Context: an optimization exercise on an open-source flow, tuned for small area and a short achievable clock period. The choices shown serve that exercise and are no tape-out recipe. In this exercise RTL edits were held to simulation tests only and were not proved equivalent to the original. Power and IR drop assume default switching activity.

## mips_id_top
module mips_id_top (
    input  logic        clk,
    input  logic        arst_n,
    input  logic        in_valid,
    input  logic [31:0] in_inst,
    input  logic [31:0] in_pc4,
    input  logic        wb_en,
    input  logic [4:0]  wb_addr,
    input  logic [31:0] wb_data,
    input  logic        credit_return,
    output logic        in_ready,
    output logic        out_valid,
    output logic [31:0] out_inst,
    output logic [31:0] out_rs_val,
    output logic [31:0] out_rt_val,
    output logic [31:0] out_imm,
    output logic [31:0] out_do,
    output logic        out_jump,
    output logic [31:0] out_target
);
Size: ~3200 cells after synthesis, ~300 I/O pins, about 0.051 mm^2 of cells after synthesis.
Settings: LEC_CHECK=0, CAP_MARGIN=20, CORE_MARGIN=2, CORE_UTILIZATION=35, SETUP_SLACK_MARGIN=2.2, SLEW_MARGIN=20, SYNTH_HIERARCHICAL=1; clock period 5.5 ns.
standard.sh (not shown) runs the stock make flow with config.mk's settings and CLKGATE_MAP_FILE= SYNTH_SCRIPT=/design/flow/synth_recipe.tcl, a recipe that flattens the netlist after the stock synthesis.
==> flow/flow/run.sh <==
#!/bin/bash
# The standard layout (the standard.sh, unchanged synthesis and flow steps), except that
# the input and output ports are buffered with a small buffer, sky130_fd_sc_hd__buf_2,
# instead of the delay buffer the resizer picks by default. Timing repair still upsizes the
# port buffers that lie on critical paths. The whole make output goes to standard_flow.log;
# ORFS keeps each step's log under orfs/logs/.
set -euo pipefail
export BUFFER_PORTS_ARGS="-buffer_cell sky130_fd_sc_hd__buf_2"
bash standard.sh > standard_flow.log 2>&1
The first run ran to the end with no violations.
Change:
==> flow/flow/run.sh (replaced) <==
#!/bin/bash
# The standard layout (the standard.sh, unchanged synthesis and flow steps), except that
# the input and output ports are buffered with the smallest buffer, sky130_fd_sc_hd__buf_1,
# instead of the delay buffer the resizer picks by default. Timing repair still upsizes the
# port buffers that lie on critical paths. The whole make output goes to standard_flow.log;
# ORFS keeps each step's log under orfs/logs/.
set -euo pipefail
export BUFFER_PORTS_ARGS="-buffer_cell sky130_fd_sc_hd__buf_1"
bash standard.sh > standard_flow.log 2>&1
--- a/flow/config.mk
+++ b/flow/config.mk
@@ -10,2 +10,4 @@
 export CORE_UTILIZATION = 35
+export CTS_CLUSTER_DIAMETER = 70
+export CTS_CLUSTER_SIZE = 20
 export SETUP_SLACK_MARGIN = 2.2
Cell area falls by 2.0%.
Total power falls by 9.5%.
Clock-buffer cell count falls by 74.
Wire length rises by 1.7%.
Change:
==> flow/run.sh (new file) <==
#!/bin/bash
# synth_recipe.tcl (not shown) runs the flow's synth.tcl, then flattens the netlist and writes it again
# the make line also repeats each setting of config.mk as NAME=value (left out here)
make -C /OpenROAD-flow-scripts/flow DESIGN_CONFIG=/design/flow/config.mk WORK_HOME=/design/flow/orfs CLKGATE_MAP_FILE= SYNTH_SCRIPT=/design/flow/synth_recipe.tcl finish
--- a/flow/config.mk
+++ b/flow/config.mk
@@ -10,5 +10,3 @@
 export CORE_UTILIZATION = 35
-export CTS_CLUSTER_DIAMETER = 70
-export CTS_CLUSTER_SIZE = 20
-export SETUP_SLACK_MARGIN = 2.2
+export SETUP_SLACK_MARGIN = 2.4
 export SLEW_MARGIN = 20
removed: flow/flow/run.sh
removed: flow/standard.sh
Power went up by 9.5%.
Setup slack is better by 240 ps.
Via count is higher by 2.2%.
Routed wire length went up by 2.5%.
Synthesized area does not change.
Clock skew barely changes.
Final cell count climbs by 2.0%.

--- another note on this design; it stands on its own ---

==> run G: inputs <==
## mips_id_top
module mips_id_top (
    input  logic        clk,
    input  logic        arst_n,
    input  logic        in_valid,
    input  logic [31:0] in_inst,
    input  logic [31:0] in_pc4,
    input  logic        wb_en,
    input  logic [4:0]  wb_addr,
    input  logic [31:0] wb_data,
    input  logic        credit_return,
    output logic        in_ready,
    output logic        out_valid,
    output logic [31:0] out_inst,
    output logic [31:0] out_rs_val,
    output logic [31:0] out_rt_val,
    output logic [31:0] out_imm,
    output logic [31:0] out_do,
    output logic        out_jump,
    output logic [31:0] out_target
);
==> flow/config.mk <==
export PLATFORM = sky130hd
export DESIGN_NAME = mips_id_top
export DESIGN_NICKNAME = mips_id_top
export VERILOG_FILES = /design/flow/design.v
export SDC_FILE = /design/flow/constraint.sdc
export NUM_CORES = 4
export LEC_CHECK = 0
export CAP_MARGIN = 20
export CORE_MARGIN = 2
export CORE_UTILIZATION = 35
export SETUP_SLACK_MARGIN = 2.4
export SLEW_MARGIN = 20
export SYNTH_HIERARCHICAL = 1
==> flow/constraint.sdc <==
create_clock -name core_clock -period 5.5 [get_ports {clk}]
set_input_delay 1.1000 -clock core_clock [delete_from_list [all_inputs] [get_ports {clk}]]
set_output_delay 1.1000 -clock core_clock [all_outputs]
set_load 0.01 [all_outputs]
standard.sh (not shown) runs the stock make flow with config.mk's settings and CLKGATE_MAP_FILE= SYNTH_SCRIPT=/design/flow/synth_recipe.tcl, a recipe that flattens the netlist after the stock synthesis.
==> flow/flow/run.sh <==
#!/bin/bash
# The standard layout (the standard.sh, unchanged synthesis and flow steps), except that
# the input and output ports are buffered with the smallest buffer, sky130_fd_sc_hd__buf_1,
# instead of the delay buffer the resizer picks by default. Timing repair still upsizes the
# port buffers that lie on critical paths. The whole make output goes to standard_flow.log;
# ORFS keeps each step's log under orfs/logs/.
set -euo pipefail
export BUFFER_PORTS_ARGS="-buffer_cell sky130_fd_sc_hd__buf_1"
bash standard.sh > standard_flow.log 2>&1
==> run B (differences from run G) <==
==> flow/flow/run.sh (replaced) <==
#!/bin/bash
# The standard layout (the standard.sh, unchanged synthesis and flow steps), except that
# the input and output ports are buffered with a small buffer, sky130_fd_sc_hd__buf_2,
# instead of the delay buffer the resizer picks by default. Timing repair still upsizes the
# port buffers that lie on critical paths. The whole make output goes to standard_flow.log;
# ORFS keeps each step's log under orfs/logs/.
set -euo pipefail
export BUFFER_PORTS_ARGS="-buffer_cell sky130_fd_sc_hd__buf_2"
bash standard.sh > standard_flow.log 2>&1
CTS_CLUSTER_DIAMETER = 70   (was default)
CTS_CLUSTER_SIZE = 20   (was default)
SETUP_SLACK_MARGIN = 2.2   (was 2.4)
==> qor summary <==
Share of layout cells above drive strength 1: run G 26.0%; run B 31.4%
Data required time of the critical path: run G 6.15 ns; run B 6.13 ns
Biggest cell delay along the critical path: run G 0.54 ns; run B 0.44 ns
Detailed router's first-iteration violation count: run G 9,774; run B 9,603
Count of clock buffers in the final design: run G 153; run B 105
M1 WL: run G 73,800 um; run B 73,500 um
Proportion of cell area spent on the clock network: run G 6.19%; run B 4.59%
Result of the run: run G complete, no violations; run B complete, no violations
Relative contribution of combinational cells to total power: run G 11.5%; run B 11.9%
Nets: run G 4,048; run B 3,949
Post-CTS resize count: run G 193; run B 207
Antenna fix cells: run G 5; run B 14
Non-clock buffering overhead in the final layout: run G 8.69%; run B 7.96%
Multi-input gates: run G 1,885; run B 1,880
Area added between synthesis and finish: run G 24.5%; run B 21.1%
Share of the final layout cell area in multi-input gates: run G 26.7%; run B 27.4%

==> separate check: timing with driven ports <==
The results above use ideal ports. As a check the final layouts listed here were re-extracted and re-timed, cells and wires unchanged. Step 1, drivers: a clkbuf_16 drives clk and a buf_2 each remaining input, both assumed. Step 2 adds t to the input delays and takes it off the output delays; t is the mean of the earliest and latest rising clock arrival at the registers after step 1. Input paths then give back, and output paths get back, about the clock's delay inside the block. Slacks: ideal ports / drivers / drivers and shift; pairs: ideal ports / drivers.
| run | t (ns) | slack for setup (ns) | hold slack, ns | worst setup path after step 2 | worst register clock-pin slew, ns |
|---|---|---|---|---|---|
| the first run of note 1 | 0.819 | 2.078 / 2.096 / 1.277 | 0.490 / 0.450 / 0.505 | input to register | 0.07 / 0.07 |
| the second run of note 1 | 0.823 | 1.959 / 2.011 / 1.189 | 0.484 / 0.438 / 0.498 | input to register | 0.09 / 0.09 |
| the third run of note 1 | 0.837 | 2.198 / 2.176 / 1.390 | 0.498 / 0.440 / 0.498 | input to register | 0.07 / 0.07 |
| run G | 0.839 | 2.034 / 2.053 / 1.214 | 0.447 / 0.408 / 0.488 | input to register | 0.07 / 0.07 |
| run B | 0.772 | 2.050 / 2.084 / 1.311 | 0.521 / 0.506 / 0.521 | input to register | 0.09 / 0.09 |
After both steps setup and hold are still met in every run listed. The setup slack of run G, which loses most, moves by +0.019 ns with the drivers and by -0.820 ns with both steps.
